What follows belongs to an exercise in optimizing a design on an open flow for small area and a short achievable clock period; a production flow would make more cautious choices. For this run, only the layout was checked, not whether the RTL still works.

[design/flow/design.v]
`timescale 1ns/1ps
module pipeline_control (
  input  logic general_clk,
  input  logic reset,
  input  logic in_valid,
  output logic out_valid
);
  logic v1, v2;
  always_ff @(posedge general_clk) begin
    if (reset) begin
      v1 <= 1'b0;
      v2 <= 1'b0;
    end else begin
      v1 <= in_valid;
      v2 <= v1;
    end
  end
  assign out_valid = v2;
endmodule
`timescale 1ns/1ps
module probability_stage (
  input  logic        general_clk,
  input  logic        reset,
  input  logic        in_valid,
  input  logic [15:0] fl,
  input  logic [15:0] fh,
  input  logic [3:0]  symbol,
  input  logic [4:0]  nsyms,
  input  logic        bool_mode,
  output logic        p_x,
  output logic        p_en,
  output logic        p_z,
  output logic        p_s,         
  output logic [9:0]  p_m2n,       
  output logic [5:0]  p_k,
  output logic [9:0]  p_nn,       
  output logic [4:0]  p_o2
);
  logic        vin;
  logic [9:0]  fl6, fh6;
  logic        first, sel_a, sel_c, sel_q;
  logic [5:0]  kd;        
  logic [4:0]  kdiff;     
  logic        kpos;
  logic [9:0]  m_p, m_q;
  logic [5:0]  k_next;
  assign vin   = in_valid & ~reset;
  assign fl6   = fl[15:6];
  assign fh6   = fh[15:6];
  assign first = (fl == 16'h8000);
  assign sel_a = vin & bool_mode & symbol[0];
  assign sel_c = vin & ~bool_mode & ~first;
  assign sel_q = vin & ~(bool_mode & symbol[0]);    
  assign kd    = {1'b0, nsyms} - {2'b00, symbol};
  assign kpos  = ~kd[5] & (kd[4:0] != 5'd0);
  assign kdiff = kd[5] ? 5'd0 : kd[4:0];
  assign m_p = sel_a ? fh6 : (sel_c ? fl6 : 10'd512);
  assign m_q = sel_q ? fh6 : 10'd0;
  always_comb begin
    if (sel_a)          k_next = 6'd1;
    else if (sel_c)     k_next = {5'd0, kpos};
    else if (!vin)      k_next = 6'd0;
    else if (bool_mode) k_next = 6'h3f;
    else if (kpos)      k_next = 6'd1 - {1'b0, kdiff};
    else                k_next = 6'd0;
  end
  always_ff @(posedge general_clk) begin
    p_x  <= ~sel_a & ~sel_c;
    p_z  <= ~sel_a & ~sel_c;
    p_en <= sel_q & fh6[0] & ~(sel_c & fl6[0]);
    {p_s, p_m2n} <= ({1'b0, m_p} - {1'b0, m_q}) ^ 11'h3ff;    
    p_k  <= k_next;
    p_nn  <= ~(sel_c ? fl6 : fh6);    
    p_o2 <= sel_c ? kdiff : 5'd1;
  end
endmodule
`timescale 1ns/1ps
module interval_update (
  input  logic        general_clk,
  input  logic        reset,
  input  logic        p_x,
  input  logic        p_en,
  input  logic        p_z,
  input  logic        p_s,         
  input  logic [9:0]  p_m2n,       
  input  logic [5:0]  p_k,
  input  logic [9:0]  p_nn,        
  input  logic [4:0]  p_o2,
  output logic [15:0] range_q,
  output logic [3:0]  d_q,
  output logic [15:0] add_next
);
  logic [7:0]  r8;
  logic [16:0] sum2;
  logic [16:0] sum2n;
  logic [15:0] raw;
  logic [15:0] rn;
  assign r8 = range_q[15:8];
  assign rn = ~range_q;
  wire [7:0] r8n = rn[15:8];
  wire lt_1, lt_2;
  assign lt_1 = (range_q[0] & p_x) ^ (r8[1] & ~p_m2n[0]) ^ (r8[0] & ~p_m2n[1]);
  assign lt_2 = ((range_q[0] & p_x) & (r8[1] & ~p_m2n[0])) | ((range_q[0] & p_x) & (r8[0] & ~p_m2n[1])) | ((r8[1] & ~p_m2n[0]) & (r8[0] & ~p_m2n[1]));
  wire lt_3, lt_4;
  assign lt_3 = (range_q[1] & p_x) ^ (r8[2] & ~p_m2n[0]) ^ (r8[1] & ~p_m2n[1]);
  assign lt_4 = ((range_q[1] & p_x) & (r8[2] & ~p_m2n[0])) | ((range_q[1] & p_x) & (r8[1] & ~p_m2n[1])) | ((r8[2] & ~p_m2n[0]) & (r8[1] & ~p_m2n[1]));
  wire lt_5, lt_6;
  assign lt_5 = (r8[0] & ~p_m2n[2]) ^ lt_2 ^ lt_3;
  assign lt_6 = ((r8[0] & ~p_m2n[2]) & lt_2) | ((r8[0] & ~p_m2n[2]) & lt_3) | (lt_2 & lt_3);
  wire lt_7, lt_8;
  assign lt_7 = p_k[0] ^ (range_q[2] & p_x) ^ (r8[3] & ~p_m2n[0]);
  assign lt_8 = (p_k[0] & (range_q[2] & p_x)) | (p_k[0] & (r8[3] & ~p_m2n[0])) | ((range_q[2] & p_x) & (r8[3] & ~p_m2n[0]));
  wire lt_9, lt_10;
  assign lt_9 = (r8[2] & ~p_m2n[1]) ^ (r8[1] & ~p_m2n[2]) ^ (r8[0] & ~p_m2n[3]);
  assign lt_10 = ((r8[2] & ~p_m2n[1]) & (r8[1] & ~p_m2n[2])) | ((r8[2] & ~p_m2n[1]) & (r8[0] & ~p_m2n[3])) | ((r8[1] & ~p_m2n[2]) & (r8[0] & ~p_m2n[3]));
  wire lt_11, lt_12;
  assign lt_11 = lt_4 ^ lt_7 ^ lt_9;
  assign lt_12 = (lt_4 & lt_7) | (lt_4 & lt_9) | (lt_7 & lt_9);
  wire lt_13, lt_14;
  assign lt_13 = p_k[1] ^ (range_q[3] & p_x) ^ (r8[4] & ~p_m2n[0]);
  assign lt_14 = (p_k[1] & (range_q[3] & p_x)) | (p_k[1] & (r8[4] & ~p_m2n[0])) | ((range_q[3] & p_x) & (r8[4] & ~p_m2n[0]));
  wire lt_15, lt_16;
  assign lt_15 = (r8[3] & ~p_m2n[1]) ^ (r8[2] & ~p_m2n[2]) ^ (r8[1] & ~p_m2n[3]);
  assign lt_16 = ((r8[3] & ~p_m2n[1]) & (r8[2] & ~p_m2n[2])) | ((r8[3] & ~p_m2n[1]) & (r8[1] & ~p_m2n[3])) | ((r8[2] & ~p_m2n[2]) & (r8[1] & ~p_m2n[3]));
  wire lt_17, lt_18;
  assign lt_17 = (r8[0] & ~p_m2n[4]) ^ lt_8 ^ lt_10;
  assign lt_18 = ((r8[0] & ~p_m2n[4]) & lt_8) | ((r8[0] & ~p_m2n[4]) & lt_10) | (lt_8 & lt_10);
  wire lt_19, lt_20;
  assign lt_19 = lt_13 ^ lt_15 ^ lt_12;
  assign lt_20 = (lt_13 & lt_15) | (lt_13 & lt_12) | (lt_15 & lt_12);
  wire lt_21, lt_22;
  assign lt_21 = p_k[2] ^ (range_q[4] & p_x) ^ (r8[5] & ~p_m2n[0]);
  assign lt_22 = (p_k[2] & (range_q[4] & p_x)) | (p_k[2] & (r8[5] & ~p_m2n[0])) | ((range_q[4] & p_x) & (r8[5] & ~p_m2n[0]));
  wire lt_23, lt_24;
  assign lt_23 = (r8[4] & ~p_m2n[1]) ^ (r8[3] & ~p_m2n[2]) ^ (r8[2] & ~p_m2n[3]);
  assign lt_24 = ((r8[4] & ~p_m2n[1]) & (r8[3] & ~p_m2n[2])) | ((r8[4] & ~p_m2n[1]) & (r8[2] & ~p_m2n[3])) | ((r8[3] & ~p_m2n[2]) & (r8[2] & ~p_m2n[3]));
  wire lt_25, lt_26;
  assign lt_25 = (r8[1] & ~p_m2n[4]) ^ (r8[0] & ~p_m2n[5]) ^ lt_14;
  assign lt_26 = ((r8[1] & ~p_m2n[4]) & (r8[0] & ~p_m2n[5])) | ((r8[1] & ~p_m2n[4]) & lt_14) | ((r8[0] & ~p_m2n[5]) & lt_14);
  wire lt_27, lt_28;
  assign lt_27 = lt_16 ^ lt_21 ^ lt_23;
  assign lt_28 = (lt_16 & lt_21) | (lt_16 & lt_23) | (lt_21 & lt_23);
  wire lt_29, lt_30;
  assign lt_29 = lt_18 ^ lt_25 ^ lt_27;
  assign lt_30 = (lt_18 & lt_25) | (lt_18 & lt_27) | (lt_25 & lt_27);
  wire lt_31, lt_32;
  assign lt_31 = p_k[3] ^ (range_q[5] & p_x) ^ (r8[6] & ~p_m2n[0]);
  assign lt_32 = (p_k[3] & (range_q[5] & p_x)) | (p_k[3] & (r8[6] & ~p_m2n[0])) | ((range_q[5] & p_x) & (r8[6] & ~p_m2n[0]));
  wire lt_33, lt_34;
  assign lt_33 = (r8[5] & ~p_m2n[1]) ^ (r8[4] & ~p_m2n[2]) ^ (r8[3] & ~p_m2n[3]);
  assign lt_34 = ((r8[5] & ~p_m2n[1]) & (r8[4] & ~p_m2n[2])) | ((r8[5] & ~p_m2n[1]) & (r8[3] & ~p_m2n[3])) | ((r8[4] & ~p_m2n[2]) & (r8[3] & ~p_m2n[3]));
  wire lt_35, lt_36;
  assign lt_35 = (r8[2] & ~p_m2n[4]) ^ (r8[1] & ~p_m2n[5]) ^ (r8[0] & ~p_m2n[6]);
  assign lt_36 = ((r8[2] & ~p_m2n[4]) & (r8[1] & ~p_m2n[5])) | ((r8[2] & ~p_m2n[4]) & (r8[0] & ~p_m2n[6])) | ((r8[1] & ~p_m2n[5]) & (r8[0] & ~p_m2n[6]));
  wire lt_37, lt_38;
  assign lt_37 = lt_22 ^ lt_24 ^ lt_31;
  assign lt_38 = (lt_22 & lt_24) | (lt_22 & lt_31) | (lt_24 & lt_31);
  wire lt_39, lt_40;
  assign lt_39 = lt_33 ^ lt_35 ^ lt_26;
  assign lt_40 = (lt_33 & lt_35) | (lt_33 & lt_26) | (lt_35 & lt_26);
  wire lt_41, lt_42;
  assign lt_41 = lt_28 ^ lt_37 ^ lt_39;
  assign lt_42 = (lt_28 & lt_37) | (lt_28 & lt_39) | (lt_37 & lt_39);
  wire lt_43, lt_44;
  assign lt_43 = p_k[4] ^ (range_q[6] & p_x) ^ (r8[7] & ~p_m2n[0]);
  assign lt_44 = (p_k[4] & (range_q[6] & p_x)) | (p_k[4] & (r8[7] & ~p_m2n[0])) | ((range_q[6] & p_x) & (r8[7] & ~p_m2n[0]));
  wire lt_45, lt_46;
  assign lt_45 = (r8[6] & ~p_m2n[1]) ^ (r8[5] & ~p_m2n[2]) ^ (r8[4] & ~p_m2n[3]);
  assign lt_46 = ((r8[6] & ~p_m2n[1]) & (r8[5] & ~p_m2n[2])) | ((r8[6] & ~p_m2n[1]) & (r8[4] & ~p_m2n[3])) | ((r8[5] & ~p_m2n[2]) & (r8[4] & ~p_m2n[3]));
  wire lt_47, lt_48;
  assign lt_47 = (r8[3] & ~p_m2n[4]) ^ (r8[2] & ~p_m2n[5]) ^ (r8[1] & ~p_m2n[6]);
  assign lt_48 = ((r8[3] & ~p_m2n[4]) & (r8[2] & ~p_m2n[5])) | ((r8[3] & ~p_m2n[4]) & (r8[1] & ~p_m2n[6])) | ((r8[2] & ~p_m2n[5]) & (r8[1] & ~p_m2n[6]));
  wire lt_49, lt_50;
  assign lt_49 = (r8[0] & ~p_m2n[7]) ^ lt_32 ^ lt_34;
  assign lt_50 = ((r8[0] & ~p_m2n[7]) & lt_32) | ((r8[0] & ~p_m2n[7]) & lt_34) | (lt_32 & lt_34);
  wire lt_51, lt_52;
  assign lt_51 = lt_36 ^ lt_43 ^ lt_45;
  assign lt_52 = (lt_36 & lt_43) | (lt_36 & lt_45) | (lt_43 & lt_45);
  wire lt_53, lt_54;
  assign lt_53 = lt_47 ^ lt_38 ^ lt_49;
  assign lt_54 = (lt_47 & lt_38) | (lt_47 & lt_49) | (lt_38 & lt_49);
  wire lt_55, lt_56;
  assign lt_55 = lt_51 ^ lt_40 ^ lt_53;
  assign lt_56 = (lt_51 & lt_40) | (lt_51 & lt_53) | (lt_40 & lt_53);
  wire lt_57, lt_58;
  assign lt_57 = p_k[5] ^ (range_q[7] & p_x) ^ (r8[7] & ~p_m2n[1]);
  assign lt_58 = (p_k[5] & (range_q[7] & p_x)) | (p_k[5] & (r8[7] & ~p_m2n[1])) | ((range_q[7] & p_x) & (r8[7] & ~p_m2n[1]));
  wire lt_59, lt_60;
  assign lt_59 = (r8[6] & ~p_m2n[2]) ^ (r8[5] & ~p_m2n[3]) ^ (r8[4] & ~p_m2n[4]);
  assign lt_60 = ((r8[6] & ~p_m2n[2]) & (r8[5] & ~p_m2n[3])) | ((r8[6] & ~p_m2n[2]) & (r8[4] & ~p_m2n[4])) | ((r8[5] & ~p_m2n[3]) & (r8[4] & ~p_m2n[4]));
  wire lt_61, lt_62;
  assign lt_61 = (r8[3] & ~p_m2n[5]) ^ (r8[2] & ~p_m2n[6]) ^ (r8[1] & ~p_m2n[7]);
  assign lt_62 = ((r8[3] & ~p_m2n[5]) & (r8[2] & ~p_m2n[6])) | ((r8[3] & ~p_m2n[5]) & (r8[1] & ~p_m2n[7])) | ((r8[2] & ~p_m2n[6]) & (r8[1] & ~p_m2n[7]));
  wire lt_63, lt_64;
  assign lt_63 = (r8[0] & ~p_m2n[8]) ^ lt_44 ^ lt_46;
  assign lt_64 = ((r8[0] & ~p_m2n[8]) & lt_44) | ((r8[0] & ~p_m2n[8]) & lt_46) | (lt_44 & lt_46);
  wire lt_65, lt_66;
  assign lt_65 = lt_48 ^ lt_57 ^ lt_59;
  assign lt_66 = (lt_48 & lt_57) | (lt_48 & lt_59) | (lt_57 & lt_59);
  wire lt_67, lt_68;
  assign lt_67 = lt_61 ^ lt_50 ^ lt_52;
  assign lt_68 = (lt_61 & lt_50) | (lt_61 & lt_52) | (lt_50 & lt_52);
  wire lt_69, lt_70;
  assign lt_69 = lt_63 ^ lt_65 ^ lt_54;
  assign lt_70 = (lt_63 & lt_65) | (lt_63 & lt_54) | (lt_65 & lt_54);
  wire lt_71, lt_72;
  assign lt_71 = lt_67 ^ lt_69 ^ lt_56;
  assign lt_72 = (lt_67 & lt_69) | (lt_67 & lt_56) | (lt_69 & lt_56);
  wire lt_73, lt_74;
  assign lt_73 = p_k[5] ^ (r8[7] & ~p_m2n[2]) ^ (r8[6] & ~p_m2n[3]);
  assign lt_74 = (p_k[5] & (r8[7] & ~p_m2n[2])) | (p_k[5] & (r8[6] & ~p_m2n[3])) | ((r8[7] & ~p_m2n[2]) & (r8[6] & ~p_m2n[3]));
  wire lt_75, lt_76;
  assign lt_75 = (r8[5] & ~p_m2n[4]) ^ (r8[4] & ~p_m2n[5]) ^ (r8[3] & ~p_m2n[6]);
  assign lt_76 = ((r8[5] & ~p_m2n[4]) & (r8[4] & ~p_m2n[5])) | ((r8[5] & ~p_m2n[4]) & (r8[3] & ~p_m2n[6])) | ((r8[4] & ~p_m2n[5]) & (r8[3] & ~p_m2n[6]));
  wire lt_77, lt_78;
  assign lt_77 = (r8[2] & ~p_m2n[7]) ^ (r8[1] & ~p_m2n[8]) ^ (r8[0] & ~p_m2n[9]);
  assign lt_78 = ((r8[2] & ~p_m2n[7]) & (r8[1] & ~p_m2n[8])) | ((r8[2] & ~p_m2n[7]) & (r8[0] & ~p_m2n[9])) | ((r8[1] & ~p_m2n[8]) & (r8[0] & ~p_m2n[9]));
  wire lt_79, lt_80;
  assign lt_79 = lt_58 ^ lt_60 ^ lt_62;
  assign lt_80 = (lt_58 & lt_60) | (lt_58 & lt_62) | (lt_60 & lt_62);
  wire lt_81, lt_82;
  assign lt_81 = lt_73 ^ lt_75 ^ lt_77;
  assign lt_82 = (lt_73 & lt_75) | (lt_73 & lt_77) | (lt_75 & lt_77);
  wire lt_83, lt_84;
  assign lt_83 = lt_64 ^ lt_66 ^ lt_79;
  assign lt_84 = (lt_64 & lt_66) | (lt_64 & lt_79) | (lt_66 & lt_79);
  wire lt_85, lt_86;
  assign lt_85 = lt_81 ^ lt_68 ^ lt_83;
  assign lt_86 = (lt_81 & lt_68) | (lt_81 & lt_83) | (lt_68 & lt_83);
  wire lt_87, lt_88;
  assign lt_87 = lt_70 ^ lt_85 ^ lt_72;
  assign lt_88 = (lt_70 & lt_85) | (lt_70 & lt_72) | (lt_85 & lt_72);
  wire lt_89, lt_90;
  assign lt_89 = p_s ^ p_k[5] ^ (r8[7] & ~p_m2n[3]);
  assign lt_90 = (p_s & p_k[5]) | (p_s & (r8[7] & ~p_m2n[3])) | (p_k[5] & (r8[7] & ~p_m2n[3]));
  wire lt_91, lt_92;
  assign lt_91 = (r8[6] & ~p_m2n[4]) ^ (r8[5] & ~p_m2n[5]) ^ (r8[4] & ~p_m2n[6]);
  assign lt_92 = ((r8[6] & ~p_m2n[4]) & (r8[5] & ~p_m2n[5])) | ((r8[6] & ~p_m2n[4]) & (r8[4] & ~p_m2n[6])) | ((r8[5] & ~p_m2n[5]) & (r8[4] & ~p_m2n[6]));
  wire lt_93, lt_94;
  assign lt_93 = (r8[3] & ~p_m2n[7]) ^ (r8[2] & ~p_m2n[8]) ^ (r8[1] & ~p_m2n[9]);
  assign lt_94 = ((r8[3] & ~p_m2n[7]) & (r8[2] & ~p_m2n[8])) | ((r8[3] & ~p_m2n[7]) & (r8[1] & ~p_m2n[9])) | ((r8[2] & ~p_m2n[8]) & (r8[1] & ~p_m2n[9]));
  wire lt_95, lt_96;
  assign lt_95 = (p_s & r8n[0]) ^ lt_74 ^ lt_76;
  assign lt_96 = ((p_s & r8n[0]) & lt_74) | ((p_s & r8n[0]) & lt_76) | (lt_74 & lt_76);
  wire lt_97, lt_98;
  assign lt_97 = lt_78 ^ lt_89 ^ lt_91;
  assign lt_98 = (lt_78 & lt_89) | (lt_78 & lt_91) | (lt_89 & lt_91);
  wire lt_99, lt_100;
  assign lt_99 = lt_93 ^ lt_80 ^ lt_82;
  assign lt_100 = (lt_93 & lt_80) | (lt_93 & lt_82) | (lt_80 & lt_82);
  wire lt_101, lt_102;
  assign lt_101 = lt_95 ^ lt_97 ^ lt_84;
  assign lt_102 = (lt_95 & lt_97) | (lt_95 & lt_84) | (lt_97 & lt_84);
  wire lt_103, lt_104;
  assign lt_103 = lt_99 ^ lt_101 ^ lt_86;
  assign lt_104 = (lt_99 & lt_101) | (lt_99 & lt_86) | (lt_101 & lt_86);
  wire lt_105, lt_106;
  assign lt_105 = p_k[5] ^ (r8[7] & ~p_m2n[4]) ^ (r8[6] & ~p_m2n[5]);
  assign lt_106 = (p_k[5] & (r8[7] & ~p_m2n[4])) | (p_k[5] & (r8[6] & ~p_m2n[5])) | ((r8[7] & ~p_m2n[4]) & (r8[6] & ~p_m2n[5]));
  wire lt_107, lt_108;
  assign lt_107 = (r8[5] & ~p_m2n[6]) ^ (r8[4] & ~p_m2n[7]) ^ (r8[3] & ~p_m2n[8]);
  assign lt_108 = ((r8[5] & ~p_m2n[6]) & (r8[4] & ~p_m2n[7])) | ((r8[5] & ~p_m2n[6]) & (r8[3] & ~p_m2n[8])) | ((r8[4] & ~p_m2n[7]) & (r8[3] & ~p_m2n[8]));
  wire lt_109, lt_110;
  assign lt_109 = (r8[2] & ~p_m2n[9]) ^ (p_s & r8n[1]) ^ lt_90;
  assign lt_110 = ((r8[2] & ~p_m2n[9]) & (p_s & r8n[1])) | ((r8[2] & ~p_m2n[9]) & lt_90) | ((p_s & r8n[1]) & lt_90);
  wire lt_111, lt_112;
  assign lt_111 = lt_92 ^ lt_94 ^ lt_105;
  assign lt_112 = (lt_92 & lt_94) | (lt_92 & lt_105) | (lt_94 & lt_105);
  wire lt_113, lt_114;
  assign lt_113 = lt_107 ^ lt_96 ^ lt_98;
  assign lt_114 = (lt_107 & lt_96) | (lt_107 & lt_98) | (lt_96 & lt_98);
  wire lt_115, lt_116;
  assign lt_115 = lt_109 ^ lt_111 ^ lt_100;
  assign lt_116 = (lt_109 & lt_111) | (lt_109 & lt_100) | (lt_111 & lt_100);
  wire lt_117, lt_118;
  assign lt_117 = lt_113 ^ lt_102 ^ lt_115;
  assign lt_118 = (lt_113 & lt_102) | (lt_113 & lt_115) | (lt_102 & lt_115);
  wire lt_119, lt_120;
  assign lt_119 = p_k[5] ^ (r8[7] & ~p_m2n[5]) ^ (r8[6] & ~p_m2n[6]);
  assign lt_120 = (p_k[5] & (r8[7] & ~p_m2n[5])) | (p_k[5] & (r8[6] & ~p_m2n[6])) | ((r8[7] & ~p_m2n[5]) & (r8[6] & ~p_m2n[6]));
  wire lt_121, lt_122;
  assign lt_121 = (r8[5] & ~p_m2n[7]) ^ (r8[4] & ~p_m2n[8]) ^ (r8[3] & ~p_m2n[9]);
  assign lt_122 = ((r8[5] & ~p_m2n[7]) & (r8[4] & ~p_m2n[8])) | ((r8[5] & ~p_m2n[7]) & (r8[3] & ~p_m2n[9])) | ((r8[4] & ~p_m2n[8]) & (r8[3] & ~p_m2n[9]));
  wire lt_123, lt_124;
  assign lt_123 = (p_s & r8n[2]) ^ lt_106 ^ lt_108;
  assign lt_124 = ((p_s & r8n[2]) & lt_106) | ((p_s & r8n[2]) & lt_108) | (lt_106 & lt_108);
  wire lt_125, lt_126;
  assign lt_125 = lt_119 ^ lt_121 ^ lt_110;
  assign lt_126 = (lt_119 & lt_121) | (lt_119 & lt_110) | (lt_121 & lt_110);
  wire lt_127, lt_128;
  assign lt_127 = lt_112 ^ lt_123 ^ lt_114;
  assign lt_128 = (lt_112 & lt_123) | (lt_112 & lt_114) | (lt_123 & lt_114);
  wire lt_129, lt_130;
  assign lt_129 = lt_125 ^ lt_116 ^ lt_127;
  assign lt_130 = (lt_125 & lt_116) | (lt_125 & lt_127) | (lt_116 & lt_127);
  wire lt_131, lt_132;
  assign lt_131 = p_k[5] ^ (r8[7] & ~p_m2n[6]) ^ (r8[6] & ~p_m2n[7]);
  assign lt_132 = (p_k[5] & (r8[7] & ~p_m2n[6])) | (p_k[5] & (r8[6] & ~p_m2n[7])) | ((r8[7] & ~p_m2n[6]) & (r8[6] & ~p_m2n[7]));
  wire lt_133, lt_134;
  assign lt_133 = (r8[5] & ~p_m2n[8]) ^ (r8[4] & ~p_m2n[9]) ^ (p_s & r8n[3]);
  assign lt_134 = ((r8[5] & ~p_m2n[8]) & (r8[4] & ~p_m2n[9])) | ((r8[5] & ~p_m2n[8]) & (p_s & r8n[3])) | ((r8[4] & ~p_m2n[9]) & (p_s & r8n[3]));
  wire lt_135, lt_136;
  assign lt_135 = lt_120 ^ lt_122 ^ lt_131;
  assign lt_136 = (lt_120 & lt_122) | (lt_120 & lt_131) | (lt_122 & lt_131);
  wire lt_137, lt_138;
  assign lt_137 = lt_133 ^ lt_124 ^ lt_135;
  assign lt_138 = (lt_133 & lt_124) | (lt_133 & lt_135) | (lt_124 & lt_135);
  wire lt_139, lt_140;
  assign lt_139 = lt_126 ^ lt_137 ^ lt_128;
  assign lt_140 = (lt_126 & lt_137) | (lt_126 & lt_128) | (lt_137 & lt_128);
  wire lt_141, lt_142;
  assign lt_141 = p_k[5] ^ (r8[7] & ~p_m2n[7]) ^ (r8[6] & ~p_m2n[8]);
  assign lt_142 = (p_k[5] & (r8[7] & ~p_m2n[7])) | (p_k[5] & (r8[6] & ~p_m2n[8])) | ((r8[7] & ~p_m2n[7]) & (r8[6] & ~p_m2n[8]));
  wire lt_143, lt_144;
  assign lt_143 = (r8[5] & ~p_m2n[9]) ^ (p_s & r8n[4]) ^ lt_132;
  assign lt_144 = ((r8[5] & ~p_m2n[9]) & (p_s & r8n[4])) | ((r8[5] & ~p_m2n[9]) & lt_132) | ((p_s & r8n[4]) & lt_132);
  wire lt_145, lt_146;
  assign lt_145 = lt_134 ^ lt_141 ^ lt_136;
  assign lt_146 = (lt_134 & lt_141) | (lt_134 & lt_136) | (lt_141 & lt_136);
  wire lt_147, lt_148;
  assign lt_147 = lt_143 ^ lt_138 ^ lt_145;
  assign lt_148 = (lt_143 & lt_138) | (lt_143 & lt_145) | (lt_138 & lt_145);
  wire lt_149, lt_150;
  assign lt_149 = p_k[5] ^ (r8[7] & ~p_m2n[8]) ^ (r8[6] & ~p_m2n[9]);
  assign lt_150 = (p_k[5] & (r8[7] & ~p_m2n[8])) | (p_k[5] & (r8[6] & ~p_m2n[9])) | ((r8[7] & ~p_m2n[8]) & (r8[6] & ~p_m2n[9]));
  wire lt_151, lt_152;
  assign lt_151 = (p_s & r8n[5]) ^ lt_142 ^ lt_149;
  assign lt_152 = ((p_s & r8n[5]) & lt_142) | ((p_s & r8n[5]) & lt_149) | (lt_142 & lt_149);
  wire lt_153, lt_154;
  assign lt_153 = lt_144 ^ lt_151 ^ lt_146;
  assign lt_154 = (lt_144 & lt_151) | (lt_144 & lt_146) | (lt_151 & lt_146);
  wire lt_155, lt_156;
  assign lt_155 = p_k[5] ^ (r8[7] & ~p_m2n[9]) ^ (p_s & r8n[6]);
  assign lt_156 = (p_k[5] & (r8[7] & ~p_m2n[9])) | (p_k[5] & (p_s & r8n[6])) | ((r8[7] & ~p_m2n[9]) & (p_s & r8n[6]));
  wire lt_157, lt_158;
  assign lt_157 = lt_150 ^ lt_155 ^ lt_152;
  assign lt_158 = (lt_150 & lt_155) | (lt_150 & lt_152) | (lt_155 & lt_152);
  wire [16:0] lt_a, lt_b;
  assign lt_a = {lt_154, lt_148, lt_140, lt_130, lt_118, lt_104, lt_88, lt_87, lt_71, lt_42, lt_30, lt_20, lt_17, lt_6, lt_5, (p_en & r8[0]), 1'b0};
  assign lt_b = {lt_157, lt_153, lt_147, lt_139, lt_129, lt_117, lt_103, 1'b0, 1'b0, lt_55, lt_41, lt_29, lt_19, lt_11, 1'b0, lt_1, 1'b0};
  assign sum2 = lt_a + lt_b;
  assign raw  = sum2[16:1];
  wire at_1, at_2;
  assign at_1 = rn[0] ^ (r8[1] & ~p_nn[0]) ^ (r8[0] & ~p_nn[1]);
  assign at_2 = (rn[0] & (r8[1] & ~p_nn[0])) | (rn[0] & (r8[0] & ~p_nn[1])) | ((r8[1] & ~p_nn[0]) & (r8[0] & ~p_nn[1]));
  wire at_3, at_4;
  assign at_3 = rn[1] ^ (r8[2] & ~p_nn[0]) ^ (r8[1] & ~p_nn[1]);
  assign at_4 = (rn[1] & (r8[2] & ~p_nn[0])) | (rn[1] & (r8[1] & ~p_nn[1])) | ((r8[2] & ~p_nn[0]) & (r8[1] & ~p_nn[1]));
  wire at_5, at_6;
  assign at_5 = (r8[0] & ~p_nn[2]) ^ at_2 ^ at_3;
  assign at_6 = ((r8[0] & ~p_nn[2]) & at_2) | ((r8[0] & ~p_nn[2]) & at_3) | (at_2 & at_3);
  wire at_7, at_8;
  assign at_7 = p_o2[0] ^ rn[2] ^ (r8[3] & ~p_nn[0]);
  assign at_8 = (p_o2[0] & rn[2]) | (p_o2[0] & (r8[3] & ~p_nn[0])) | (rn[2] & (r8[3] & ~p_nn[0]));
  wire at_9, at_10;
  assign at_9 = (r8[2] & ~p_nn[1]) ^ (r8[1] & ~p_nn[2]) ^ (r8[0] & ~p_nn[3]);
  assign at_10 = ((r8[2] & ~p_nn[1]) & (r8[1] & ~p_nn[2])) | ((r8[2] & ~p_nn[1]) & (r8[0] & ~p_nn[3])) | ((r8[1] & ~p_nn[2]) & (r8[0] & ~p_nn[3]));
  wire at_11, at_12;
  assign at_11 = at_4 ^ at_7 ^ at_9;
  assign at_12 = (at_4 & at_7) | (at_4 & at_9) | (at_7 & at_9);
  wire at_13, at_14;
  assign at_13 = p_o2[1] ^ rn[3] ^ (r8[4] & ~p_nn[0]);
  assign at_14 = (p_o2[1] & rn[3]) | (p_o2[1] & (r8[4] & ~p_nn[0])) | (rn[3] & (r8[4] & ~p_nn[0]));
  wire at_15, at_16;
  assign at_15 = (r8[3] & ~p_nn[1]) ^ (r8[2] & ~p_nn[2]) ^ (r8[1] & ~p_nn[3]);
  assign at_16 = ((r8[3] & ~p_nn[1]) & (r8[2] & ~p_nn[2])) | ((r8[3] & ~p_nn[1]) & (r8[1] & ~p_nn[3])) | ((r8[2] & ~p_nn[2]) & (r8[1] & ~p_nn[3]));
  wire at_17, at_18;
  assign at_17 = (r8[0] & ~p_nn[4]) ^ at_8 ^ at_10;
  assign at_18 = ((r8[0] & ~p_nn[4]) & at_8) | ((r8[0] & ~p_nn[4]) & at_10) | (at_8 & at_10);
  wire at_19, at_20;
  assign at_19 = at_13 ^ at_15 ^ at_12;
  assign at_20 = (at_13 & at_15) | (at_13 & at_12) | (at_15 & at_12);
  wire at_21, at_22;
  assign at_21 = p_o2[2] ^ rn[4] ^ (r8[5] & ~p_nn[0]);
  assign at_22 = (p_o2[2] & rn[4]) | (p_o2[2] & (r8[5] & ~p_nn[0])) | (rn[4] & (r8[5] & ~p_nn[0]));
  wire at_23, at_24;
  assign at_23 = (r8[4] & ~p_nn[1]) ^ (r8[3] & ~p_nn[2]) ^ (r8[2] & ~p_nn[3]);
  assign at_24 = ((r8[4] & ~p_nn[1]) & (r8[3] & ~p_nn[2])) | ((r8[4] & ~p_nn[1]) & (r8[2] & ~p_nn[3])) | ((r8[3] & ~p_nn[2]) & (r8[2] & ~p_nn[3]));
  wire at_25, at_26;
  assign at_25 = (r8[1] & ~p_nn[4]) ^ (r8[0] & ~p_nn[5]) ^ at_14;
  assign at_26 = ((r8[1] & ~p_nn[4]) & (r8[0] & ~p_nn[5])) | ((r8[1] & ~p_nn[4]) & at_14) | ((r8[0] & ~p_nn[5]) & at_14);
  wire at_27, at_28;
  assign at_27 = at_16 ^ at_21 ^ at_23;
  assign at_28 = (at_16 & at_21) | (at_16 & at_23) | (at_21 & at_23);
  wire at_29, at_30;
  assign at_29 = at_18 ^ at_25 ^ at_27;
  assign at_30 = (at_18 & at_25) | (at_18 & at_27) | (at_25 & at_27);
  wire at_31, at_32;
  assign at_31 = p_o2[3] ^ rn[5] ^ (r8[6] & ~p_nn[0]);
  assign at_32 = (p_o2[3] & rn[5]) | (p_o2[3] & (r8[6] & ~p_nn[0])) | (rn[5] & (r8[6] & ~p_nn[0]));
  wire at_33, at_34;
  assign at_33 = (r8[5] & ~p_nn[1]) ^ (r8[4] & ~p_nn[2]) ^ (r8[3] & ~p_nn[3]);
  assign at_34 = ((r8[5] & ~p_nn[1]) & (r8[4] & ~p_nn[2])) | ((r8[5] & ~p_nn[1]) & (r8[3] & ~p_nn[3])) | ((r8[4] & ~p_nn[2]) & (r8[3] & ~p_nn[3]));
  wire at_35, at_36;
  assign at_35 = (r8[2] & ~p_nn[4]) ^ (r8[1] & ~p_nn[5]) ^ (r8[0] & ~p_nn[6]);
  assign at_36 = ((r8[2] & ~p_nn[4]) & (r8[1] & ~p_nn[5])) | ((r8[2] & ~p_nn[4]) & (r8[0] & ~p_nn[6])) | ((r8[1] & ~p_nn[5]) & (r8[0] & ~p_nn[6]));
  wire at_37, at_38;
  assign at_37 = at_22 ^ at_24 ^ at_31;
  assign at_38 = (at_22 & at_24) | (at_22 & at_31) | (at_24 & at_31);
  wire at_39, at_40;
  assign at_39 = at_33 ^ at_35 ^ at_26;
  assign at_40 = (at_33 & at_35) | (at_33 & at_26) | (at_35 & at_26);
  wire at_41, at_42;
  assign at_41 = at_28 ^ at_37 ^ at_39;
  assign at_42 = (at_28 & at_37) | (at_28 & at_39) | (at_37 & at_39);
  wire at_43, at_44;
  assign at_43 = p_o2[4] ^ rn[6] ^ (r8[7] & ~p_nn[0]);
  assign at_44 = (p_o2[4] & rn[6]) | (p_o2[4] & (r8[7] & ~p_nn[0])) | (rn[6] & (r8[7] & ~p_nn[0]));
  wire at_45, at_46;
  assign at_45 = (r8[6] & ~p_nn[1]) ^ (r8[5] & ~p_nn[2]) ^ (r8[4] & ~p_nn[3]);
  assign at_46 = ((r8[6] & ~p_nn[1]) & (r8[5] & ~p_nn[2])) | ((r8[6] & ~p_nn[1]) & (r8[4] & ~p_nn[3])) | ((r8[5] & ~p_nn[2]) & (r8[4] & ~p_nn[3]));
  wire at_47, at_48;
  assign at_47 = (r8[3] & ~p_nn[4]) ^ (r8[2] & ~p_nn[5]) ^ (r8[1] & ~p_nn[6]);
  assign at_48 = ((r8[3] & ~p_nn[4]) & (r8[2] & ~p_nn[5])) | ((r8[3] & ~p_nn[4]) & (r8[1] & ~p_nn[6])) | ((r8[2] & ~p_nn[5]) & (r8[1] & ~p_nn[6]));
  wire at_49, at_50;
  assign at_49 = (r8[0] & ~p_nn[7]) ^ at_32 ^ at_34;
  assign at_50 = ((r8[0] & ~p_nn[7]) & at_32) | ((r8[0] & ~p_nn[7]) & at_34) | (at_32 & at_34);
  wire at_51, at_52;
  assign at_51 = at_36 ^ at_43 ^ at_45;
  assign at_52 = (at_36 & at_43) | (at_36 & at_45) | (at_43 & at_45);
  wire at_53, at_54;
  assign at_53 = at_47 ^ at_38 ^ at_49;
  assign at_54 = (at_47 & at_38) | (at_47 & at_49) | (at_38 & at_49);
  wire at_55, at_56;
  assign at_55 = at_51 ^ at_40 ^ at_53;
  assign at_56 = (at_51 & at_40) | (at_51 & at_53) | (at_40 & at_53);
  wire at_57, at_58;
  assign at_57 = rn[7] ^ (r8[7] & ~p_nn[1]) ^ (r8[6] & ~p_nn[2]);
  assign at_58 = (rn[7] & (r8[7] & ~p_nn[1])) | (rn[7] & (r8[6] & ~p_nn[2])) | ((r8[7] & ~p_nn[1]) & (r8[6] & ~p_nn[2]));
  wire at_59, at_60;
  assign at_59 = (r8[5] & ~p_nn[3]) ^ (r8[4] & ~p_nn[4]) ^ (r8[3] & ~p_nn[5]);
  assign at_60 = ((r8[5] & ~p_nn[3]) & (r8[4] & ~p_nn[4])) | ((r8[5] & ~p_nn[3]) & (r8[3] & ~p_nn[5])) | ((r8[4] & ~p_nn[4]) & (r8[3] & ~p_nn[5]));
  wire at_61, at_62;
  assign at_61 = (r8[2] & ~p_nn[6]) ^ (r8[1] & ~p_nn[7]) ^ (r8[0] & ~p_nn[8]);
  assign at_62 = ((r8[2] & ~p_nn[6]) & (r8[1] & ~p_nn[7])) | ((r8[2] & ~p_nn[6]) & (r8[0] & ~p_nn[8])) | ((r8[1] & ~p_nn[7]) & (r8[0] & ~p_nn[8]));
  wire at_63, at_64;
  assign at_63 = at_44 ^ at_46 ^ at_48;
  assign at_64 = (at_44 & at_46) | (at_44 & at_48) | (at_46 & at_48);
  wire at_65, at_66;
  assign at_65 = at_57 ^ at_59 ^ at_61;
  assign at_66 = (at_57 & at_59) | (at_57 & at_61) | (at_59 & at_61);
  wire at_67, at_68;
  assign at_67 = at_50 ^ at_52 ^ at_63;
  assign at_68 = (at_50 & at_52) | (at_50 & at_63) | (at_52 & at_63);
  wire at_69, at_70;
  assign at_69 = at_65 ^ at_54 ^ at_67;
  assign at_70 = (at_65 & at_54) | (at_65 & at_67) | (at_54 & at_67);
  wire at_71, at_72;
  assign at_71 = rn[8] ^ (r8[7] & ~p_nn[2]) ^ (r8[6] & ~p_nn[3]);
  assign at_72 = (rn[8] & (r8[7] & ~p_nn[2])) | (rn[8] & (r8[6] & ~p_nn[3])) | ((r8[7] & ~p_nn[2]) & (r8[6] & ~p_nn[3]));
  wire at_73, at_74;
  assign at_73 = (r8[5] & ~p_nn[4]) ^ (r8[4] & ~p_nn[5]) ^ (r8[3] & ~p_nn[6]);
  assign at_74 = ((r8[5] & ~p_nn[4]) & (r8[4] & ~p_nn[5])) | ((r8[5] & ~p_nn[4]) & (r8[3] & ~p_nn[6])) | ((r8[4] & ~p_nn[5]) & (r8[3] & ~p_nn[6]));
  wire at_75, at_76;
  assign at_75 = (r8[2] & ~p_nn[7]) ^ (r8[1] & ~p_nn[8]) ^ (r8[0] & ~p_nn[9]);
  assign at_76 = ((r8[2] & ~p_nn[7]) & (r8[1] & ~p_nn[8])) | ((r8[2] & ~p_nn[7]) & (r8[0] & ~p_nn[9])) | ((r8[1] & ~p_nn[8]) & (r8[0] & ~p_nn[9]));
  wire at_77, at_78;
  assign at_77 = at_58 ^ at_60 ^ at_62;
  assign at_78 = (at_58 & at_60) | (at_58 & at_62) | (at_60 & at_62);
  wire at_79, at_80;
  assign at_79 = at_71 ^ at_73 ^ at_75;
  assign at_80 = (at_71 & at_73) | (at_71 & at_75) | (at_73 & at_75);
  wire at_81, at_82;
  assign at_81 = at_64 ^ at_66 ^ at_77;
  assign at_82 = (at_64 & at_66) | (at_64 & at_77) | (at_66 & at_77);
  wire at_83, at_84;
  assign at_83 = at_79 ^ at_68 ^ at_81;
  assign at_84 = (at_79 & at_68) | (at_79 & at_81) | (at_68 & at_81);
  wire at_85, at_86;
  assign at_85 = rn[9] ^ (r8[7] & ~p_nn[3]) ^ (r8[6] & ~p_nn[4]);
  assign at_86 = (rn[9] & (r8[7] & ~p_nn[3])) | (rn[9] & (r8[6] & ~p_nn[4])) | ((r8[7] & ~p_nn[3]) & (r8[6] & ~p_nn[4]));
  wire at_87, at_88;
  assign at_87 = (r8[5] & ~p_nn[5]) ^ (r8[4] & ~p_nn[6]) ^ (r8[3] & ~p_nn[7]);
  assign at_88 = ((r8[5] & ~p_nn[5]) & (r8[4] & ~p_nn[6])) | ((r8[5] & ~p_nn[5]) & (r8[3] & ~p_nn[7])) | ((r8[4] & ~p_nn[6]) & (r8[3] & ~p_nn[7]));
  wire at_89, at_90;
  assign at_89 = (r8[2] & ~p_nn[8]) ^ (r8[1] & ~p_nn[9]) ^ at_72;
  assign at_90 = ((r8[2] & ~p_nn[8]) & (r8[1] & ~p_nn[9])) | ((r8[2] & ~p_nn[8]) & at_72) | ((r8[1] & ~p_nn[9]) & at_72);
  wire at_91, at_92;
  assign at_91 = at_74 ^ at_76 ^ at_85;
  assign at_92 = (at_74 & at_76) | (at_74 & at_85) | (at_76 & at_85);
  wire at_93, at_94;
  assign at_93 = at_87 ^ at_78 ^ at_80;
  assign at_94 = (at_87 & at_78) | (at_87 & at_80) | (at_78 & at_80);
  wire at_95, at_96;
  assign at_95 = at_89 ^ at_91 ^ at_82;
  assign at_96 = (at_89 & at_91) | (at_89 & at_82) | (at_91 & at_82);
  wire at_97, at_98;
  assign at_97 = at_93 ^ at_95 ^ at_84;
  assign at_98 = (at_93 & at_95) | (at_93 & at_84) | (at_95 & at_84);
  wire at_99, at_100;
  assign at_99 = rn[10] ^ (r8[7] & ~p_nn[4]) ^ (r8[6] & ~p_nn[5]);
  assign at_100 = (rn[10] & (r8[7] & ~p_nn[4])) | (rn[10] & (r8[6] & ~p_nn[5])) | ((r8[7] & ~p_nn[4]) & (r8[6] & ~p_nn[5]));
  wire at_101, at_102;
  assign at_101 = (r8[5] & ~p_nn[6]) ^ (r8[4] & ~p_nn[7]) ^ (r8[3] & ~p_nn[8]);
  assign at_102 = ((r8[5] & ~p_nn[6]) & (r8[4] & ~p_nn[7])) | ((r8[5] & ~p_nn[6]) & (r8[3] & ~p_nn[8])) | ((r8[4] & ~p_nn[7]) & (r8[3] & ~p_nn[8]));
  wire at_103, at_104;
  assign at_103 = (r8[2] & ~p_nn[9]) ^ at_86 ^ at_88;
  assign at_104 = ((r8[2] & ~p_nn[9]) & at_86) | ((r8[2] & ~p_nn[9]) & at_88) | (at_86 & at_88);
  wire at_105, at_106;
  assign at_105 = at_99 ^ at_101 ^ at_90;
  assign at_106 = (at_99 & at_101) | (at_99 & at_90) | (at_101 & at_90);
  wire at_107, at_108;
  assign at_107 = at_92 ^ at_103 ^ at_94;
  assign at_108 = (at_92 & at_103) | (at_92 & at_94) | (at_103 & at_94);
  wire at_109, at_110;
  assign at_109 = at_105 ^ at_96 ^ at_107;
  assign at_110 = (at_105 & at_96) | (at_105 & at_107) | (at_96 & at_107);
  wire at_111, at_112;
  assign at_111 = rn[11] ^ (r8[7] & ~p_nn[5]) ^ (r8[6] & ~p_nn[6]);
  assign at_112 = (rn[11] & (r8[7] & ~p_nn[5])) | (rn[11] & (r8[6] & ~p_nn[6])) | ((r8[7] & ~p_nn[5]) & (r8[6] & ~p_nn[6]));
  wire at_113, at_114;
  assign at_113 = (r8[5] & ~p_nn[7]) ^ (r8[4] & ~p_nn[8]) ^ (r8[3] & ~p_nn[9]);
  assign at_114 = ((r8[5] & ~p_nn[7]) & (r8[4] & ~p_nn[8])) | ((r8[5] & ~p_nn[7]) & (r8[3] & ~p_nn[9])) | ((r8[4] & ~p_nn[8]) & (r8[3] & ~p_nn[9]));
  wire at_115, at_116;
  assign at_115 = at_100 ^ at_102 ^ at_111;
  assign at_116 = (at_100 & at_102) | (at_100 & at_111) | (at_102 & at_111);
  wire at_117, at_118;
  assign at_117 = at_113 ^ at_104 ^ at_115;
  assign at_118 = (at_113 & at_104) | (at_113 & at_115) | (at_104 & at_115);
  wire at_119, at_120;
  assign at_119 = at_106 ^ at_117 ^ at_108;
  assign at_120 = (at_106 & at_117) | (at_106 & at_108) | (at_117 & at_108);
  wire at_121, at_122;
  assign at_121 = rn[12] ^ (r8[7] & ~p_nn[6]) ^ (r8[6] & ~p_nn[7]);
  assign at_122 = (rn[12] & (r8[7] & ~p_nn[6])) | (rn[12] & (r8[6] & ~p_nn[7])) | ((r8[7] & ~p_nn[6]) & (r8[6] & ~p_nn[7]));
  wire at_123, at_124;
  assign at_123 = (r8[5] & ~p_nn[8]) ^ (r8[4] & ~p_nn[9]) ^ at_112;
  assign at_124 = ((r8[5] & ~p_nn[8]) & (r8[4] & ~p_nn[9])) | ((r8[5] & ~p_nn[8]) & at_112) | ((r8[4] & ~p_nn[9]) & at_112);
  wire at_125, at_126;
  assign at_125 = at_114 ^ at_121 ^ at_116;
  assign at_126 = (at_114 & at_121) | (at_114 & at_116) | (at_121 & at_116);
  wire at_127, at_128;
  assign at_127 = at_123 ^ at_118 ^ at_125;
  assign at_128 = (at_123 & at_118) | (at_123 & at_125) | (at_118 & at_125);
  wire at_129, at_130;
  assign at_129 = rn[13] ^ (r8[7] & ~p_nn[7]) ^ (r8[6] & ~p_nn[8]);
  assign at_130 = (rn[13] & (r8[7] & ~p_nn[7])) | (rn[13] & (r8[6] & ~p_nn[8])) | ((r8[7] & ~p_nn[7]) & (r8[6] & ~p_nn[8]));
  wire at_131, at_132;
  assign at_131 = (r8[5] & ~p_nn[9]) ^ at_122 ^ at_129;
  assign at_132 = ((r8[5] & ~p_nn[9]) & at_122) | ((r8[5] & ~p_nn[9]) & at_129) | (at_122 & at_129);
  wire at_133, at_134;
  assign at_133 = at_124 ^ at_131 ^ at_126;
  assign at_134 = (at_124 & at_131) | (at_124 & at_126) | (at_131 & at_126);
  wire at_135, at_136;
  assign at_135 = rn[14] ^ (r8[7] & ~p_nn[8]) ^ (r8[6] & ~p_nn[9]);
  assign at_136 = (rn[14] & (r8[7] & ~p_nn[8])) | (rn[14] & (r8[6] & ~p_nn[9])) | ((r8[7] & ~p_nn[8]) & (r8[6] & ~p_nn[9]));
  wire at_137, at_138;
  assign at_137 = at_130 ^ at_135 ^ at_132;
  assign at_138 = (at_130 & at_135) | (at_130 & at_132) | (at_135 & at_132);
  wire at_139, at_140;
  assign at_139 = rn[15] ^ (r8[7] & ~p_nn[9]) ^ at_136;
  assign at_140 = (rn[15] & (r8[7] & ~p_nn[9])) | (rn[15] & at_136) | ((r8[7] & ~p_nn[9]) & at_136);
  wire [16:0] at_a, at_b;
  assign at_a = {at_138, at_134, at_128, at_120, at_110, at_98, at_97, at_70, at_56, at_42, at_30, at_20, at_17, at_6, at_5, at_1, 1'b0};
  assign at_b = {at_139, at_137, at_133, at_127, at_119, at_109, 1'b0, at_83, at_69, at_55, at_41, at_29, at_19, at_11, 1'b0, 1'b0, 1'b0};
  assign sum2n    = at_a + at_b;
  assign add_next = ~(sum2n[16:1] | {16{p_z}});
  logic [15:0] range_next;
  logic [3:0]  d_next, lz;
  logic        raw_zero;
  logic [3:0]  z4;           
  logic [1:0]  lz4 [4];      
  always_comb begin
    for (int k = 0; k < 4; k++) begin
      z4[k]  = ~|raw[4*k +: 4];
      lz4[k] = raw[4*k+3] ? 2'd0 : raw[4*k+2] ? 2'd1 : raw[4*k+1] ? 2'd2 : 2'd3;
    end
    if (!z4[3])      lz = {2'd0, lz4[3]};
    else if (!z4[2]) lz = {2'd1, lz4[2]};
    else if (!z4[1]) lz = {2'd2, lz4[1]};
    else             lz = {2'd3, lz4[0]};
  end
  assign raw_zero   = &z4;
  assign range_next = raw << lz;
  assign d_next     = (raw_zero | reset) ? 4'd0 : lz;
  always_ff @(posedge general_clk) begin
    if (reset) range_q <= 16'd32768;
    else       range_q <= range_next;
    d_q <= d_next;
  end
endmodule
`timescale 1ns/1ps
module renormalizer (
  input  logic        general_clk,
  input  logic        reset,
  input  logic [15:0] add_next,
  input  logic [3:0]  d_q,
  output logic [23:0] low_out,
  output logic [4:0]  cnt_out,
  output logic [1:0]  bit_flag,
  output logic [15:0] out_bit_1,
  output logic [15:0] out_bit_2
);
  logic [23:0] sum_q;
  logic [3:0]  cq;
  logic [4:0]  e_sum;        
  logic        emit1, emit2;
  logic [2:0]  f_sum;        
  logic [23:0] low_shl;
  logic [23:0] low_next;
  logic [23:0] sum_next;
  logic [3:0]  cq_next;
  logic [7:0]  keep_hi;
  logic [24:0] win_src;
  logic [23:0] win;
  assign e_sum = {1'b0, cq} + {1'b0, d_q};
  assign emit1 = e_sum >= 5'd9;
  assign emit2 = e_sum >= 5'd17;
  assign f_sum = e_sum[2:0] - 3'd1;    
  always_comb begin
    case (f_sum)
      3'd0: keep_hi = 8'h00;
      3'd1: keep_hi = 8'h01;
      3'd2: keep_hi = 8'h03;
      3'd3: keep_hi = 8'h07;
      3'd4: keep_hi = 8'h0f;
      3'd5: keep_hi = 8'h1f;
      3'd6: keep_hi = 8'h3f;
      default: keep_hi = 8'h7f;
    endcase
    if (!emit1) keep_hi = 8'hff;
  end
  assign low_shl  = sum_q << d_q;
  assign low_next = low_shl & {keep_hi, 16'hffff};
  assign cq_next  = emit1 ? {1'b0, f_sum} + 4'd1 : e_sum[3:0];
  assign sum_next = low_next + {8'd0, add_next};
  assign win_src = {sum_q, 1'b0};
  assign win     = 24'(win_src >> cq);
  always_ff @(posedge general_clk) begin
    if (reset) begin
      sum_q <= '0;
      cq    <= '0;
    end else begin
      sum_q <= sum_next;
      cq    <= cq_next;
    end
  end
  assign low_out   = low_next;
  assign cnt_out   = {1'b0, cq_next} - 5'd9;
  assign bit_flag  = {emit2, emit1 & ~emit2};
  assign out_bit_1 = win[23:8];
  assign out_bit_2 = {8'd0, win[7:0]};
endmodule
`timescale 1ns/1ps
module arith_encoder #(
  parameter int SYMBOL_WIDTH = 4
) (
  input  logic                    general_clk,
  input  logic                    reset,
  input  logic                    in_valid,
  input  logic [15:0]             fl,
  input  logic [15:0]             fh,
  input  logic [SYMBOL_WIDTH-1:0] symbol,
  input  logic [SYMBOL_WIDTH:0]   nsyms,
  input  logic                    bool_mode,
  output logic                    out_valid,
  output logic [15:0]             range_out,
  output logic [23:0]             low_out,
  output logic [4:0]              cnt_out,
  output logic [1:0]              bit_flag,
  output logic [15:0]             out_bit_1,
  output logic [15:0]             out_bit_2
);
  logic        p_x, p_en, p_z;
  logic        p_s;
  logic [9:0]  p_m2n;
  logic [5:0]  p_k;
  logic [9:0]  p_nn;
  logic [4:0]  p_o2;
  logic [15:0] add_next;
  logic [3:0]  d_q;
  pipeline_control u_control (
    .general_clk (general_clk),
    .reset       (reset),
    .in_valid    (in_valid),
    .out_valid   (out_valid)
  );
  probability_stage u_stage_1 (
    .general_clk (general_clk),
    .reset       (reset),
    .in_valid    (in_valid),
    .fl          (fl),
    .fh          (fh),
    .symbol      (symbol),
    .nsyms       (nsyms),
    .bool_mode   (bool_mode),
    .p_x         (p_x),
    .p_en        (p_en),
    .p_z         (p_z),
    .p_s         (p_s),
    .p_m2n       (p_m2n),
    .p_k         (p_k),
    .p_nn         (p_nn),
    .p_o2        (p_o2)
  );
  interval_update u_stage_2 (
    .general_clk (general_clk),
    .reset       (reset),
    .p_x         (p_x),
    .p_en        (p_en),
    .p_z         (p_z),
    .p_s         (p_s),
    .p_m2n       (p_m2n),
    .p_k         (p_k),
    .p_nn         (p_nn),
    .p_o2        (p_o2),
    .range_q     (range_out),
    .d_q         (d_q),
    .add_next    (add_next)
  );
  renormalizer u_stage_3 (
    .general_clk (general_clk),
    .reset       (reset),
    .add_next    (add_next),
    .d_q         (d_q),
    .low_out     (low_out),
    .cnt_out     (cnt_out),
    .bit_flag    (bit_flag),
    .out_bit_1   (out_bit_1),
    .out_bit_2   (out_bit_2)
  );
endmodule
[design/flow/flow/run.sh]
#!/bin/bash
# The standard layout with three changes: synthesis skips the quick ABC pass
# inside Yosys's synth (the final ABC mapping still runs), adders use Yosys's
# Sklansky carry network instead of Kogge-Stone, and the ports get the
# smallest buffer instead of the delay buffer that buffer_ports picks by
# default. All output goes to run_standard.log in this folder; ORFS keeps its
# own logs under orfs/logs.
set -euo pipefail
export SYNTH_ARGS="-noabc"
export SYNTH_OPERATIONS_ARGS="-extra-map +/choices/sklansky.v"
export BUFFER_PORTS_ARGS="-buffer_cell sky130_fd_sc_hd__buf_1"
bash standard.sh > run_standard.log 2>&1
[design/flow/standard.sh]
#!/bin/bash
# synth_recipe.tcl (not shown) runs the flow's synth.tcl, then flattens the netlist and writes it again
# the make line also repeats each setting of config.mk as NAME=value (left out here)
make -C /OpenROAD-flow-scripts/flow DESIGN_CONFIG=/design/flow/config.mk WORK_HOME=/design/flow/orfs CLKGATE_MAP_FILE= SYNTH_SCRIPT=/design/flow/synth_recipe.tcl "${@:-finish}"
[design/flow/config.mk]
export PLATFORM = sky130hd
export DESIGN_NAME = arith_encoder
export DESIGN_NICKNAME = arith_encoder
export VERILOG_FILES = /design/flow/design.v
export SDC_FILE = /design/flow/constraint.sdc
export NUM_CORES = 4
export LEC_CHECK = 0
export ABC_AREA = 1
export CAP_MARGIN = 20
export CORE_MARGIN = 2
export CORE_UTILIZATION = 40
export CTS_BUF_LIST = sky130_fd_sc_hd__clkbuf_8
export SETUP_SLACK_MARGIN = 3.0
export SLEW_MARGIN = 20
[design/flow/constraint.sdc]
create_clock -name core_clock -period 9.0 [get_ports {general_clk}]
set_input_delay 1.8000 -clock core_clock [delete_from_list [all_inputs] [get_ports {general_clk}]]
set_output_delay 1.8000 -clock core_clock [all_outputs]
set_load 0.01 [all_outputs]
==> notes.md <==
metrics by stage:
| step | hold slack [ps] | setup WS (ps) | area, sq um |
|---|---|---|---|
| after floorplan | 388 | 3170 | 12200 |
| after global placement | 515 | 1660 | 12600 |
| after detailed placement | 513 | 1540 | 12600 |
| after CTS | 526 | 3010 | 13100 |
| after global routing | 545 | 2920 | 13400 |
| final | 543 | 3210 | 13400 |
layout make-up:
cell class | count | area share (%)
clock inverter | 4 | 0.530
inverter | 238 | 7.20
multi-input combinational | 1279 | 69.5
sequential | 84 | 12.8
clock buffer | 12 | 1.23
timing repair buffer | 143 | 5.12
tap | 390 | 3.63
what timing repair did:
item,CTS,global route
pin swaps,3,27
setup buffers,9,19
gates resized for setup,45,58
gates cloned,0,1
setup endpoints to repair,33,31
hold buffers,0,0
kinds of logic after synthesis:
logic type | synth area share, %
AOI/OAI and AO/OA | 10.9
muxes | 1.32
buffers and inverters | 11.5
other | 0.0308
adders and majority gates | 34.4
DFF | 13.8
and+or+nand+nor | 26.5
xor gates and xnor gates | 1.51
cell usage in the layout (no fill, tap or decap), types with 6 or more instances in the layout:
master	Yosys	final
nand2_1	321	316
nor2_1	257	245
inv_1	219	214
fa_1	164	157
o21ai_0	129	128
buf_1	4	110
nand3_1	100	100
dfxtp_1	84	70
ha_1	72	69
a21oi_1	46	41
buf_4	29	27
o21ai_1	24	23
nand2_2	18	21
mux2i_1	16	16
xor2_1	14	14
nor2_2	2	13
inv_2	9	12
clkbuf_8	0	12
or2_2	11	11
nand3_2	12	11
nor3_1	9	8
conb_1	1	8
dfxtp_4	0	8
o211ai_1	7	7
xnor2_1	7	7
fa_2	0	7
a31oi_1	6	6
dfxtp_2	0	6
sequential cells by signal, indices dropped and copies added (netlist names), 4 cells and up:
signal	count
u_stage_3.sum_q	24
u_stage_1.p_m2n	10
u_stage_1.p_o2	5
u_stage_1.p_nn	10
u_stage_3.cq	4
u_stage_2.range_q	16
u_stage_2.d_q	4
u_stage_1.p_k	6
synthesized netlist by cell type (all sizes together):
| master | instances | area (sq um) |
|---|---|---|
| nor3b | 1 | 7.51 |
| a311oi | 1 | 8.76 |
| a21o | 4 | 30.0 |
| o22a | 1 | 8.76 |
| a211oi | 5 | 37.5 |
| xnor2 | 7 | 61.3 |
| nand2 | 343 | 1360 |
| a21oi | 48 | 255 |
| and2 | 4 | 25.0 |
| nor2 | 260 | 988 |
| clkbuf | 42 | 158 |
| clkinv | 10 | 37.5 |
| o211ai | 7 | 52.6 |
| mux2i | 16 | 160 |
| o21ai | 157 | 801 |
| inv | 228 | 856 |
| fa | 164 | 3280 |
| xor2 | 14 | 123 |
| buf | 49 | 344 |
| dfxtp | 84 | 1680 |
| a22oi | 1 | 7.51 |
| nor3 | 11 | 65.1 |
| o21bai | 3 | 22.5 |
| ha | 72 | 901 |
| nor4 | 5 | 31.3 |
| and3 | 1 | 6.26 |
| or2 | 13 | 81.3 |
| nand4 | 4 | 25.0 |
| conb | 1 | 3.75 |
| o21a | 3 | 22.5 |
| a21boi | 3 | 26.3 |
| a31oi | 7 | 50.1 |
| nand3 | 112 | 621 |
| o311ai | 1 | 8.76 |
| nand3b | 2 | 15.0 |
layer usage:
metal	global-route usage [%]	routed length [microns]
met1	29.6	15600
met4	3.52	382
met5	0	0
met3	2.81	1430
met2	35.4	15400
worst max-delay path, stage by stage (launching register included):
cell and delay, ps:
dfxtp_4 360, clkinv_1 80, buf_12 110, buf_4 190, nor2_1 70, fa_1 420, fa_1 500, fa_1 440
fa_1 480, fa_2 430, fa_1 410, ha_1 320, nand2_1 100, nor2_2 160, and2_1 140, nand2_1 70
nand3_2 70, nand3_1 80, nand2_2 130, nand2_4 80, nor2_4 180, nand2_8 110, clkbuf_4 200, nand3_1 100
nand3_1 120, nand3_1 130, nand3_1 80, nand2_1 140
worst paths after layout:
path	endpoint	depth (start not counted)	start
max	u_stage_2.range_q[14]$_SDFF_PP0_	27	u_stage_2.range_q[13]$_SDFF_PP0_
min	u_control.v2$_SDFF_PP0_	2	u_control.v1$_SDFF_PP0_
max reg2reg	u_stage_2.range_q[14]$_SDFF_PP0_	27	u_stage_2.range_q[13]$_SDFF_PP0_
min reg2reg	u_control.v2$_SDFF_PP0_	2	u_control.v1$_SDFF_PP0_
==> out/metrics.cfg <==
[placed_design]
io_buffers = 110
post-dp-hpwl_mm = 26.5
placedCellCount = 2105
gp_congestion = 0.934

[sta]
rsz0062_at_grt = yes
max_freq_mhz = 173
setup_viol = 0
slew_headroom_pct = 48.2
hold_viol = 0
finalSetupTns_ps = 0
skew_ps = 11.9
timing.final.crit_share_pct = 64.3
tightest_slew_ps = 777
finalCriticalPeriod_ps = 5790
slew_viol_final = 0

[floorplanning]
die-area_sq_um = 31800
start_util_pct = 40.8
core-area_sq_um = 29800
num_rows = 63
die_x_microns = 178
io_pins = 125
die_h_microns = 178

[job]
maxCapViolCount = 0

[finish]
layout.area.seq_sq_um = 1720
finalNonFillerCells = 2150
drive_gt1_share_pct = 10.2
final_util_pct = 45.1
nFillCells = 3079
syn_to_final_growth_pct = 10.5
num_antenna_cells = 0
nets = 2036
multi_input_area_sq_um = 9350

[setup_path]
start_kind = register
path_max_fanout = 10
reg2reg_slack_ps = 3210
path_class = reg2reg
critPathArrivalTime_ps = 6080
worstPathRequired_ps = 9290
endpoint_kind = register

[cts]
cts.clk_slew.worst_paths_ps = 80
clock_path_buffers = 2
clock-sinks = 84
root_buffer = clkbuf_8
clk_latency_ps = 380
h-tree-depth = 3
numCtsBuffers = 9
tritoncts = built

[logic_synthesis]
avgSynthCellArea_sq_um = 7.23
syn-instance-count = 1684
synth_area_sq_um = 12200
yosysWarningCount = 5
ys_seq_area_share_pct = 13.8
ys_types = 52
ys_seq_elements = 84

[routing]
detail-route-antenna-nets = 0
viasPerCell = 5.05
wl_per_cell_microns = 15.3
first_iter_violations = 717
vias = 10848
first_pass_iters = 5
remaining_drc_errors = 0
routed_wl_mm = 32.9

[outcome]
status = finished clean

[global_route]
grt_overflow = 0
grt_pass1_vias = 10330
grt_max_degree = 44
grt_pass1_wl_mm = 52.8
grt_use_total_pct = 21.2
antenna_found_initial = 0

[min_path]
hold_class = reg2reg

re-timing with driven ports:
The flow's constraints put no driver on any port. The routed layout listed below was extracted and timed again, unchanged, in two steps.
Step 1 (the two cells are an assumption about what drives the block):
set clk [get_ports {general_clk}]
set_driving_cell -lib_cell sky130_fd_sc_hd__clkbuf_16 $clk
set_driving_cell -lib_cell sky130_fd_sc_hd__buf_2 [delete_from_list [all_inputs] $clk]
Step 2 also shifts input and output timing later by t, the mid clock arrival at the registers, as if the neighbouring blocks saw the same clock.
Slacks: ideal ports / drivers / drivers and shift; pairs: ideal ports / drivers.
t, ns: 0.415
setup WS [ns]: 3.211 / 3.211 / 3.211
hold WS [ns]: 0.543 / 0.543 / 0.543
worst setup path after step 2: input to register
latest minus earliest clock arrival (ns): 0.012 / 0.012
After both steps this run still meets setup and hold. The setup slack of this run moves by 0.000 ns with the drivers and by 0.000 ns with both steps.
